What follows belongs to an exercise in optimizing a design on an open flow for small area, a short achievable clock period and few clock cycles per item; a production flow would make more cautious choices.
RTL that was checked went through simulation tests only; none was proved equivalent to the original.
Power figures rest on the tool's default switching activity, not on a simulated workload.

## the previous run
Design alu_exec_ctrl, start of the top module:
module alu_exec_ctrl #(
  parameter int MUL_LAT = 3
) (
  input  logic        clk,
  input  logic        rst_n,
  input  logic        instr_valid,
  output logic        instr_ready,
  input  logic [31:0] instr,
  output logic        busy,
  output logic        done,
  output logic        illegal,
  output logic [4:0]  wb_addr,
  output logic [15:0] wb_data,
  output logic [15:0] sgpr_out,
  input  logic [4:0]  dbg_addr,
  output logic [15:0] dbg_data
);
Size in the first run: about 3200 cells after synthesis, roughly 700 flip-flops, ~0.038 mm^2 of cells after synthesis.
==> module alu_exec_ctrl, before the edit <==
module alu_exec_ctrl #(
  parameter int MUL_LAT = 3
) (
  input  logic        clk,
  input  logic        rst_n,
  input  logic        instr_valid,
  output logic        instr_ready,
  input  logic [31:0] instr,
  output logic        busy,
  output logic        done,
  output logic        illegal,
  output logic [4:0]  wb_addr,
  output logic [15:0] wb_data,
  output logic [15:0] sgpr_out,
  input  logic [4:0]  dbg_addr,
  output logic [15:0] dbg_data
);
  logic [15:0] gpr [32];
  logic [31:0] gv;
  logic [15:0] sgpr;
  logic        s1_v;
  logic [31:0] ir;
  logic [4:0]  s1_opc, rs1, rs2;
  logic        imm;
  assign s1_opc = ir[31:27];
  assign rs1    = ir[21:17];
  assign imm    = ir[16];
  assign rs2    = ir[15:11];
  logic        s2_v, s2_we, s2_mul, s2_fa, s2_fb;
  logic [4:0]  s2_opc, s2_rd;
  logic        s2_imm;
  logic [15:0] ra, rb;
  logic        s3_v, s3_we, s3_mul;
  logic [15:0] hs0, hs1, hi;
  logic        hc, s3_hc;
  assign hi = hs0 + hs1 + {15'd0, s3_hc};
  logic        stall;
  assign stall = s1_v && s1_opc == 5'd4 && s2_v && s2_we &&
                 (s2_rd == rs1 || (!imm && s2_rd == rs2));
  assign instr_ready = rst_n && !stall;
  logic [4:0]  addr_a;
  logic [31:0] sel_a, sel_b;
  logic [15:0] rd_a, rd_b;
  logic        w3a, w3b;
  assign addr_a = s1_v ? rs1 : dbg_addr;
  assign sel_a  = (s1_v ? (32'd1 << rs1) : (32'd1 << dbg_addr)) & gv;
  assign sel_b  = (32'd1 << rs2) & gv;
  always_comb begin
    rd_a = '0;
    rd_b = '0;
    for (int i = 0; i < 32; i++) begin
      rd_a = rd_a | (gpr[i] & {16{sel_a[i]}});
      rd_b = rd_b | (gpr[i] & {16{sel_b[i]}});
    end
  end
  assign dbg_data = rd_a;
  assign sgpr_out = sgpr;
  assign w3a      = s3_v && s3_we && wb_addr == rs1;
  assign w3b      = s3_v && s3_we && wb_addr == rs2;
  always_ff @(posedge clk) begin
    if (!stall) ir <= instr;
    s2_opc <= s1_opc;
    s2_rd  <= ir[26:22];
    s2_imm <= imm;
    s2_we  <= s1_opc <= 5'd11;
    s2_mul <= s1_opc == 5'd4;
    s2_fa  <= s2_v && s2_we && s2_rd == rs1;
    s2_fb  <= !imm && s2_v && s2_we && s2_rd == rs2;
    ra     <= w3a ? wb_data : rd_a;
    rb     <= imm ? ir[15:0] : w3b ? wb_data : rd_b;
  end
  logic [15:0] a, b, alu, sg, sum, mv, lo;
  logic [31:0] r0, r1;
  logic        sub;
  assign a = s2_fa ? wb_data : ra;
  assign b = s2_fb ? wb_data : rb;
  mul16_csa u_mul (.a(ra), .b(rb), .r0(r0), .r1(r1));
  assign {hc, lo} = {1'b0, r0[15:0]} + {1'b0, r1[15:0]};
  assign sg  = s3_v && s3_mul ? hi : sgpr;
  assign sub = s2_opc[0];
  assign sum = a + (b ^ {16{sub}}) + {15'd0, sub};
  assign mv  = s2_imm ? b : a;
  always_comb begin
    case (s2_opc)
      5'd0:    alu = sg;
      5'd1:    alu = mv;
      5'd2:    alu = sum;
      5'd3:    alu = sum;
      5'd5:    alu = a | b;
      5'd6:    alu = a & b;
      5'd7:    alu = a ^ b;
      5'd8:    alu = ~(a ^ b);
      5'd9:    alu = ~(a & b);
      5'd10:   alu = ~(a | b);
      5'd11:   alu = ~mv;
      default: alu = '0;
    endcase
  end
  always_ff @(posedge clk) begin
    s3_we   <= s2_we;
    s3_mul  <= s2_mul;
    wb_addr <= s2_rd;
    wb_data <= s2_mul ? lo : alu;
    hs0     <= r0[31:16];
    hs1     <= r1[31:16];
    s3_hc   <= hc;
    if (s3_v && s3_we) gpr[wb_addr] <= wb_data;
  end
  always_ff @(posedge clk or negedge rst_n)
    if (!rst_n) begin
      s1_v <= 1'b0;
      s2_v <= 1'b0;
      s3_v <= 1'b0;
      sgpr <= '0;
      gv   <= '0;
    end else begin
      s1_v <= stall || instr_valid;
      s2_v <= s1_v && !stall;
      s3_v <= s2_v;
      if (s3_v && s3_mul) sgpr <= hi;
      if (s3_v && s3_we) gv[wb_addr] <= 1'b1;
    end
  assign illegal = !s3_we;
  assign busy = s1_v || s2_v || s3_v;
  assign done = s3_v;
endmodule
==> flow/config.mk <==
export PLATFORM = sky130hd
export DESIGN_NAME = alu_exec_ctrl
export DESIGN_NICKNAME = alu_exec_ctrl
export VERILOG_FILES = /design/flow/design.v
export SDC_FILE = /design/flow/constraint.sdc
export NUM_CORES = 4
export LEC_CHECK = 0
export CAP_MARGIN = 20
export CORE_MARGIN = 2
export CORE_UTILIZATION = 60
export PLACE_DENSITY = 0.75
export SETUP_SLACK_MARGIN = 4
export SLEW_MARGIN = 20
export TNS_END_PERCENT = 5
==> flow/constraint.sdc <==
create_clock -name core_clock -period 10.0 [get_ports {clk}]
set_input_delay 2.0000 -clock core_clock [delete_from_list [all_inputs] [get_ports {clk}]]
set_output_delay 2.0000 -clock core_clock [all_outputs]
set_load 0.01 [all_outputs]
standard.sh (not shown) runs the stock make flow with config.mk's settings and CLKGATE_MAP_FILE= SYNTH_SCRIPT=/design/flow/synth_recipe.tcl, a recipe that flattens the netlist after the stock synthesis.
==> flow/flow/run.sh <==
#!/bin/bash
# The standard layout (standard.sh: standard synthesis through finish), with clock tree
# synthesis using clkbuf_4 buffers and no dummy loads, and the port buffers made from buf_1.
# All tool output goes to standard_flow.log here; ORFS's per-step logs stay under orfs/logs/.
set -o pipefail
export CTS_ARGS="-sink_clustering_enable -repair_clock_nets -dont_use_dummy_load -buf_list sky130_fd_sc_hd__clkbuf_4"
export BUFFER_PORTS_ARGS="-buffer_cell sky130_fd_sc_hd__buf_1"
bash standard.sh > standard_flow.log 2>&1
Testbench counts of the previous run, summed over its fixed seeds: cycles 32,137, instrs 32,000.
diff inputs: the previous run => the current run
diff --git a/flow/design.v b/flow/design.v
--- a/flow/design.v
+++ b/flow/design.v
@@ -44,5 +44,11 @@
   logic        w3a, w3b;
   assign addr_a = s1_v ? rs1 : dbg_addr;
-  assign sel_a  = (s1_v ? (32'd1 << rs1) : (32'd1 << dbg_addr)) & gv;
+  logic [3:0] dh;
+  logic [7:0] dl;
+  assign dh = 4'd1 << dbg_addr[4:3];
+  assign dl = 8'd1 << dbg_addr[2:0];
+  always_comb
+    for (int i = 0; i < 32; i++)
+      sel_a[i] = gv[i] && (s1_v ? rs1 == 5'(i) : dh[i / 8] && dl[i % 8]);
   assign sel_b  = (32'd1 << rs2) & gv;
   always_comb begin
[summary]
Each of the runs, namely the previous run and the current run, reached the end of the flow and came out clean. On worst ir drop on vdd, the current run does worse than the previous run. Lower number of buffers and inverters on the critical path was reported by the previous run, not the current run. Part of the total power dissipated in the clock network was lower in the run labelled the current run. Looking only at achievable clock frequency, and setting everything else aside, the higher value of the previous run and the current run goes to the current run. Sort the previous run and the current run by met3 wirelength from detailed routing desc -> top: the previous run. In the metrics for the previous run and the current run, the one carrying the higher effective utilization at floorplan is the previous run. Of the two values seen for timing endpoint of the critical path, dbg_data[11] was produced by the current run and dbg_data[5] by the previous run. Compared with the previous run, in the current run routed wirelength normalized by instance count went up 0.51%; non-filler instance count after layout went up 71; cell area went up 340 um^2; basic-gate share of the synthesized area counting and, or, nand and nor cells went up 0.53 points.
Testbench counts of the current run, summed over its fixed seeds: cycles 32,137, instrs 32,000.


== run 1 ==
Another version of the RTL of alu_exec_ctrl (not shown whole).
Size in the first run: about 3200 cells after synthesis, about 700 flip-flops, roughly 97 I/O pins, about 38000 um^2 of cells after synthesis.
==> module alu_exec_ctrl, before the edit <==
module alu_exec_ctrl #(
  parameter int MUL_LAT = 3
) (
  input  logic        clk,
  input  logic        rst_n,
  input  logic        instr_valid,
  output logic        instr_ready,
  input  logic [31:0] instr,
  output logic        busy,
  output logic        done,
  output logic        illegal,
  output logic [4:0]  wb_addr,
  output logic [15:0] wb_data,
  output logic [15:0] sgpr_out,
  input  logic [4:0]  dbg_addr,
  output logic [15:0] dbg_data
);
  logic [15:0] gpr [32];
  logic [31:0] gv;
  logic [15:0] sgpr;
  logic        s1_v;
  logic [31:0] ir;
  logic [4:0]  s1_opc, rs1, rs2;
  logic        imm;
  assign s1_opc = ir[31:27];
  assign rs1    = ir[21:17];
  assign imm    = ir[16];
  assign rs2    = ir[15:11];
  logic        s2_v, s2_we, s2_mul, s2_fa, s2_fb;
  logic [4:0]  s2_opc, s2_rd;
  logic        s2_imm;
  logic [15:0] ra, rb;
  logic        s3_v, s3_we, s3_mul;
  logic [15:0] hs0, hs1, hi;
  logic        hc, s3_hc;
  assign hi = hs0 + hs1 + {15'd0, s3_hc};
  logic        stall;
  assign stall = s1_v && s1_opc == 5'd4 && s2_v && s2_we &&
                 (s2_rd == rs1 || (!imm && s2_rd == rs2));
  assign instr_ready = rst_n && !stall;
  logic [4:0]  addr_a;
  logic [31:0] sel_a, sel_b;
  logic [15:0] rd_a, rd_b;
  logic        w3a, w3b;
  assign addr_a = s1_v ? rs1 : dbg_addr;
  assign sel_a  = (32'd1 << addr_a) & gv;
  assign sel_b  = (32'd1 << rs2) & gv;
  always_comb begin
    rd_a = '0;
    rd_b = '0;
    for (int i = 0; i < 32; i++) begin
      rd_a = rd_a | (gpr[i] & {16{sel_a[i]}});
      rd_b = rd_b | (gpr[i] & {16{sel_b[i]}});
    end
  end
  assign dbg_data = rd_a;
  assign sgpr_out = sgpr;
  assign w3a      = s3_v && s3_we && wb_addr == rs1;
  assign w3b      = s3_v && s3_we && wb_addr == rs2;
  always_ff @(posedge clk) begin
    if (!stall) ir <= instr;
    s2_opc <= s1_opc;
    s2_rd  <= ir[26:22];
    s2_imm <= imm;
    s2_we  <= s1_opc <= 5'd11;
    s2_mul <= s1_opc == 5'd4;
    s2_fa  <= s2_v && s2_we && s2_rd == rs1;
    s2_fb  <= !imm && s2_v && s2_we && s2_rd == rs2;
    ra     <= w3a ? wb_data : rd_a;
    rb     <= imm ? ir[15:0] : w3b ? wb_data : rd_b;
  end
  logic [15:0] a, b, alu, sg, sum, mv, lo;
  logic [31:0] r0, r1;
  logic        sub;
  assign a = s2_fa ? wb_data : ra;
  assign b = s2_fb ? wb_data : rb;
  mul16_csa u_mul (.a(ra), .b(rb), .r0(r0), .r1(r1));
  assign {hc, lo} = {1'b0, r0[15:0]} + {1'b0, r1[15:0]};
  assign sg  = s3_v && s3_mul ? hi : sgpr;
  assign sub = s2_opc[0];
  assign sum = a + (b ^ {16{sub}}) + {15'd0, sub};
  assign mv  = s2_imm ? b : a;
  always_comb begin
    case (s2_opc)
      5'd0:    alu = sg;
      5'd1:    alu = mv;
      5'd2:    alu = sum;
      5'd3:    alu = sum;
      5'd5:    alu = a | b;
      5'd6:    alu = a & b;
      5'd7:    alu = a ^ b;
      5'd8:    alu = ~(a ^ b);
      5'd9:    alu = ~(a & b);
      5'd10:   alu = ~(a | b);
      5'd11:   alu = ~mv;
      default: alu = '0;
    endcase
  end
  always_ff @(posedge clk) begin
    s3_we   <= s2_we;
    s3_mul  <= s2_mul;
    illegal <= !s2_we;
    wb_addr <= s2_rd;
    wb_data <= s2_mul ? lo : alu;
    hs0     <= r0[31:16];
    hs1     <= r1[31:16];
    s3_hc   <= hc;
    if (s3_v && s3_we) gpr[wb_addr] <= wb_data;
  end
  always_ff @(posedge clk or negedge rst_n)
    if (!rst_n) begin
      s1_v <= 1'b0;
      s2_v <= 1'b0;
      s3_v <= 1'b0;
      sgpr <= '0;
      gv   <= '0;
    end else begin
      s1_v <= stall || instr_valid;
      s2_v <= s1_v && !stall;
      s3_v <= s2_v;
      if (s3_v && s3_mul) sgpr <= hi;
      if (s3_v && s3_we) gv[wb_addr] <= 1'b1;
    end
  assign busy = s1_v || s2_v || s3_v;
  assign done = s3_v;
endmodule
==> flow/config.mk <==
export PLATFORM = sky130hd
export DESIGN_NAME = alu_exec_ctrl
export DESIGN_NICKNAME = alu_exec_ctrl
export VERILOG_FILES = /design/flow/design.v
export SDC_FILE = /design/flow/constraint.sdc
export NUM_CORES = 4
export LEC_CHECK = 0
export CAP_MARGIN = 20
export CORE_MARGIN = 2
export CORE_UTILIZATION = 60
export PLACE_DENSITY = 0.75
export SETUP_SLACK_MARGIN = 4
export SLEW_MARGIN = 20
export TNS_END_PERCENT = 5
==> flow/constraint.sdc <==
create_clock -name core_clock -period 10.0 [get_ports {clk}]
set_input_delay 2.0000 -clock core_clock [delete_from_list [all_inputs] [get_ports {clk}]]
set_output_delay 2.0000 -clock core_clock [all_outputs]
set_load 0.01 [all_outputs]
==> flow/flow/run.sh <==
#!/bin/bash
set -o pipefail
cp standard.sh standard_sh_copy.log
export CTS_ARGS="-sink_clustering_enable -repair_clock_nets -dont_use_dummy_load"
bash standard.sh > standard_flow.log 2>&1
Testbench counts of run 1, summed over its fixed seeds: cycles 32,137, instrs 32,000.
diff inputs: run 1 => run 2
--- a/flow/design.v
+++ b/flow/design.v
@@ -41,11 +41,11 @@
   logic [4:0]  addr_a;
   logic [31:0] sel_a, sel_b;
   logic [15:0] rd_a, rd_b;
   logic        w3a, w3b;
   assign addr_a = s1_v ? rs1 : dbg_addr;
-  assign sel_a  = (32'd1 << addr_a) & gv;
+  assign sel_a  = (s1_v ? (32'd1 << rs1) : (32'd1 << dbg_addr)) & gv;
   assign sel_b  = (32'd1 << rs2) & gv;
   always_comb begin
     rd_a = '0;
     rd_b = '0;
     for (int i = 0; i < 32; i++) begin
@@ -97,11 +97,10 @@
     endcase
   end
   always_ff @(posedge clk) begin
     s3_we   <= s2_we;
     s3_mul  <= s2_mul;
-    illegal <= !s2_we;
     wb_addr <= s2_rd;
     wb_data <= s2_mul ? lo : alu;
     hs0     <= r0[31:16];
     hs1     <= r1[31:16];
     s3_hc   <= hc;
@@ -119,10 +118,11 @@
       s2_v <= s1_v && !stall;
       s3_v <= s2_v;
       if (s3_v && s3_mul) sgpr <= hi;
       if (s3_v && s3_we) gv[wb_addr] <= 1'b1;
     end
+  assign illegal = !s3_we;
   assign busy = s1_v || s2_v || s3_v;
   assign done = s3_v;
 endmodule
 module mul16_csa(input [15:0] a, input [15:0] b, output [31:0] r0, output [31:0] r1);
   wire pp0_0 = a[0] & b[0];
## What came out
No stage failed in run 2, and the final checks on the layout all came back clean.
On maximum ir drop on the vdd rail, run 1 tracks run 2 almost exactly.
Routed via count divided by cell count was higher in run 2 than in run 1.
Lower top fanout value on the critical path among run 2 and run 1: run 2
Summary of run 2 over run 1: overall power consumption now sits lower; number of clock buffers inserted by TritonCTS shows an increase of about 1.4%; critical path depth shrank by 2.
In run 2, worst slew slack as a fraction of its limit is lower than in run 1.
Status: die width parity (run 1, run 2)
From run 1 to run 2 the numbers moved as follows: via count has decreased, combinational cell fraction of total power decreased by 1.7 points relative to the old numbers, global-route usage saw a decrease.
Testbench counts of run 2, summed over its fixed seeds: cycles 32,137, instrs 32,000.


== alpha ==
alu_exec_ctrl, a different RTL version from the one above (not shown whole).
For scale: about 700 flip-flops, roughly 97 I/O pins, about 39,000 um^2 of cells after synthesis.
==> module alu_exec_ctrl, before the edit <==
module alu_exec_ctrl #(
  parameter int MUL_LAT = 3
) (
  input  logic        clk,
  input  logic        rst_n,
  input  logic        instr_valid,
  output logic        instr_ready,
  input  logic [31:0] instr,
  output logic        busy,
  output logic        done,
  output logic        illegal,
  output logic [4:0]  wb_addr,
  output logic [15:0] wb_data,
  output logic [15:0] sgpr_out,
  input  logic [4:0]  dbg_addr,
  output logic [15:0] dbg_data
);
  logic [15:0] gpr [32];
  logic [31:0] gv;
  logic [15:0] sgpr;
  logic        s1_v;
  logic [31:0] ir;
  logic [4:0]  s1_opc, rs1, rs2;
  logic        imm;
  assign s1_opc = ir[31:27];
  assign rs1    = ir[21:17];
  assign imm    = ir[16];
  assign rs2    = ir[15:11];
  logic        s2_v, s2_we, s2_mul, s2_fa, s2_fb;
  logic [4:0]  s2_opc, s2_rd;
  logic        s2_imm;
  logic [15:0] ra, rb;
  logic        s3_v, s3_we, s3_mul;
  logic [15:0] hs0, hs1, hi;
  logic        hc, s3_hc;
  assign hi = hs0 + hs1 + {15'd0, s3_hc};
  logic        stall;
  assign stall = s1_v && s1_opc == 5'd4 && s2_v && s2_we &&
                 (s2_rd == rs1 || (!imm && s2_rd == rs2));
  assign instr_ready = rst_n && !stall;
  logic [4:0]  addr_a;
  logic [31:0] sel_a, sel_b;
  logic [15:0] rd_a, rd_b;
  logic        w3a, w3b;
  assign addr_a = s1_v ? rs1 : dbg_addr;
  assign sel_a  = (s1_v ? (32'd1 << rs1) : (32'd1 << dbg_addr)) & gv;
  assign sel_b  = (32'd1 << rs2) & gv;
  always_comb begin
    rd_a = '0;
    rd_b = '0;
    for (int i = 0; i < 32; i++) begin
      rd_a = rd_a | (gpr[i] & {16{sel_a[i]}});
      rd_b = rd_b | (gpr[i] & {16{sel_b[i]}});
    end
  end
  assign dbg_data = rd_a;
  assign sgpr_out = sgpr;
  assign w3a      = s3_v && s3_we && wb_addr == rs1;
  assign w3b      = s3_v && s3_we && wb_addr == rs2;
  always_ff @(posedge clk) begin
    if (!stall) ir <= instr;
    s2_opc <= s1_opc;
    s2_rd  <= ir[26:22];
    s2_imm <= imm;
    s2_we  <= s1_opc <= 5'd11;
    s2_mul <= s1_opc == 5'd4;
    s2_fa  <= s2_v && s2_we && s2_rd == rs1;
    s2_fb  <= !imm && s2_v && s2_we && s2_rd == rs2;
    ra     <= w3a ? wb_data : rd_a;
    rb     <= imm ? ir[15:0] : w3b ? wb_data : rd_b;
  end
  logic [15:0] a, b, alu, sg, sum, mv, lo;
  logic [31:0] r0, r1;
  logic        sub;
  assign a = s2_fa ? wb_data : ra;
  assign b = s2_fb ? wb_data : rb;
  mul16_csa u_mul (.a(ra), .b(rb), .r0(r0), .r1(r1));
  assign {hc, lo} = {1'b0, r0[15:0]} + {1'b0, r1[15:0]};
  assign sg  = s3_v && s3_mul ? hi : sgpr;
  assign sub = s2_opc[0];
  assign sum = a + (b ^ {16{sub}}) + {15'd0, sub};
  assign mv  = s2_imm ? b : a;
  always_comb begin
    case (s2_opc)
      5'd0:    alu = sg;
      5'd1:    alu = mv;
      5'd2:    alu = sum;
      5'd3:    alu = sum;
      5'd5:    alu = a | b;
      5'd6:    alu = a & b;
      5'd7:    alu = a ^ b;
      5'd8:    alu = ~(a ^ b);
      5'd9:    alu = ~(a & b);
      5'd10:   alu = ~(a | b);
      5'd11:   alu = ~mv;
      default: alu = '0;
    endcase
  end
  always_ff @(posedge clk) begin
    s3_we   <= s2_we;
    s3_mul  <= s2_mul;
    illegal <= !s2_we;
    wb_addr <= s2_rd;
    wb_data <= s2_mul ? lo : alu;
    hs0     <= r0[31:16];
    hs1     <= r1[31:16];
    s3_hc   <= hc;
    if (s3_v && s3_we) gpr[wb_addr] <= wb_data;
  end
  always_ff @(posedge clk or negedge rst_n)
    if (!rst_n) begin
      s1_v <= 1'b0;
      s2_v <= 1'b0;
      s3_v <= 1'b0;
      sgpr <= '0;
      gv   <= '0;
    end else begin
      s1_v <= stall || instr_valid;
      s2_v <= s1_v && !stall;
      s3_v <= s2_v;
      if (s3_v && s3_mul) sgpr <= hi;
      if (s3_v && s3_we) gv[wb_addr] <= 1'b1;
    end
  assign busy = s1_v || s2_v || s3_v;
  assign done = s3_v;
endmodule
clock: 10.0 ns
lec_check: 0
cap_margin: 20
core_margin: 2
core_utilization: 60
place_density: 0.75
setup_slack_margin: 4
slew_margin: 20
tns_end_percent: 5
run.sh (not shown) runs the stock make flow with config.mk's settings and CLKGATE_MAP_FILE= SYNTH_SCRIPT=/design/flow/synth_recipe.tcl, a recipe that flattens the netlist after the stock synthesis.
Stock flow here: none of the scripts above is used.
For beta, these inputs were changed with respect to alpha:
--- a/flow/design.v
+++ b/flow/design.v
@@ -42,9 +42,9 @@
   logic [31:0] sel_a, sel_b;
   logic [15:0] rd_a, rd_b;
   logic        w3a, w3b;
   assign addr_a = s1_v ? rs1 : dbg_addr;
-  assign sel_a  = (s1_v ? (32'd1 << rs1) : (32'd1 << dbg_addr)) & gv;
+  assign sel_a  = (32'd1 << addr_a) & gv;
   assign sel_b  = (32'd1 << rs2) & gv;
   always_comb begin
     rd_a = '0;
     rd_b = '0;
==> comparison <==
Wire length grows slightly when moving from alpha to beta.
Sort alpha and beta by number of library cell types mapped by synthesis desc -> top: alpha
Status: upper clock frequency limit parity (alpha, beta)
alpha -> beta: post-synthesis async set-or-reset flop share flat
Run comparison: beta launching element of the worst setup path dbg_addr[0]; alpha launching element of the worst setup path dbg_addr[4]
First-pass GRT wire length in beta is 1.2% higher than in alpha
Relative to alpha, leakage power increased by about 0.75% in beta.
Re via count: alpha and beta aren't equal, and the lower value belongs to alpha.
Relative to alpha, the number of nets in the finished design measured on beta has increased slightly.
Between alpha and beta, the difference in fraction of the cycle the final worst path needs is negligible.
Testbench counts of beta, summed over its fixed seeds: cycles 32,137, instrs 32,000.
Only the layout flow was run in alpha; the RTL was not checked for function there.

## afterwards: timing with drivers on the ports
No port has a modelled driver above. Below, the same layouts with a new extraction and two added sets of constraints.
Step 1 assumes that a clkbuf_16 drives the clock port and a buf_2 every other input.
Step 2 adds t to the input delays and takes it off the output delays; t is the mean of the earliest and latest rising clock arrival at the registers after step 1. Input paths then give back, and output paths get back, about the clock's delay inside the block.
a / b / c = ideal / step 1 / step 2; a / b = the first two.
run	t, ns	setup WS [ns]	worst data-port slew with drivers (ns)
the previous run	1.095	3.772 / 3.720 / 3.720	0.12
the current run	1.030	3.884 / 3.830 / 3.830	0.13
run 1	0.701	3.756 / 3.711 / 3.711	0.07
run 2	0.693	3.716 / 3.665 / 3.665	0.07
alpha	0.718	3.811 / 3.746 / 3.746	0.10
beta	0.726	3.816 / 3.774 / 3.774	0.07
After both steps setup and hold are still met in every run listed. The setup slack of alpha, which loses most, moves by -0.065 ns with the drivers and by -0.065 ns with both steps.
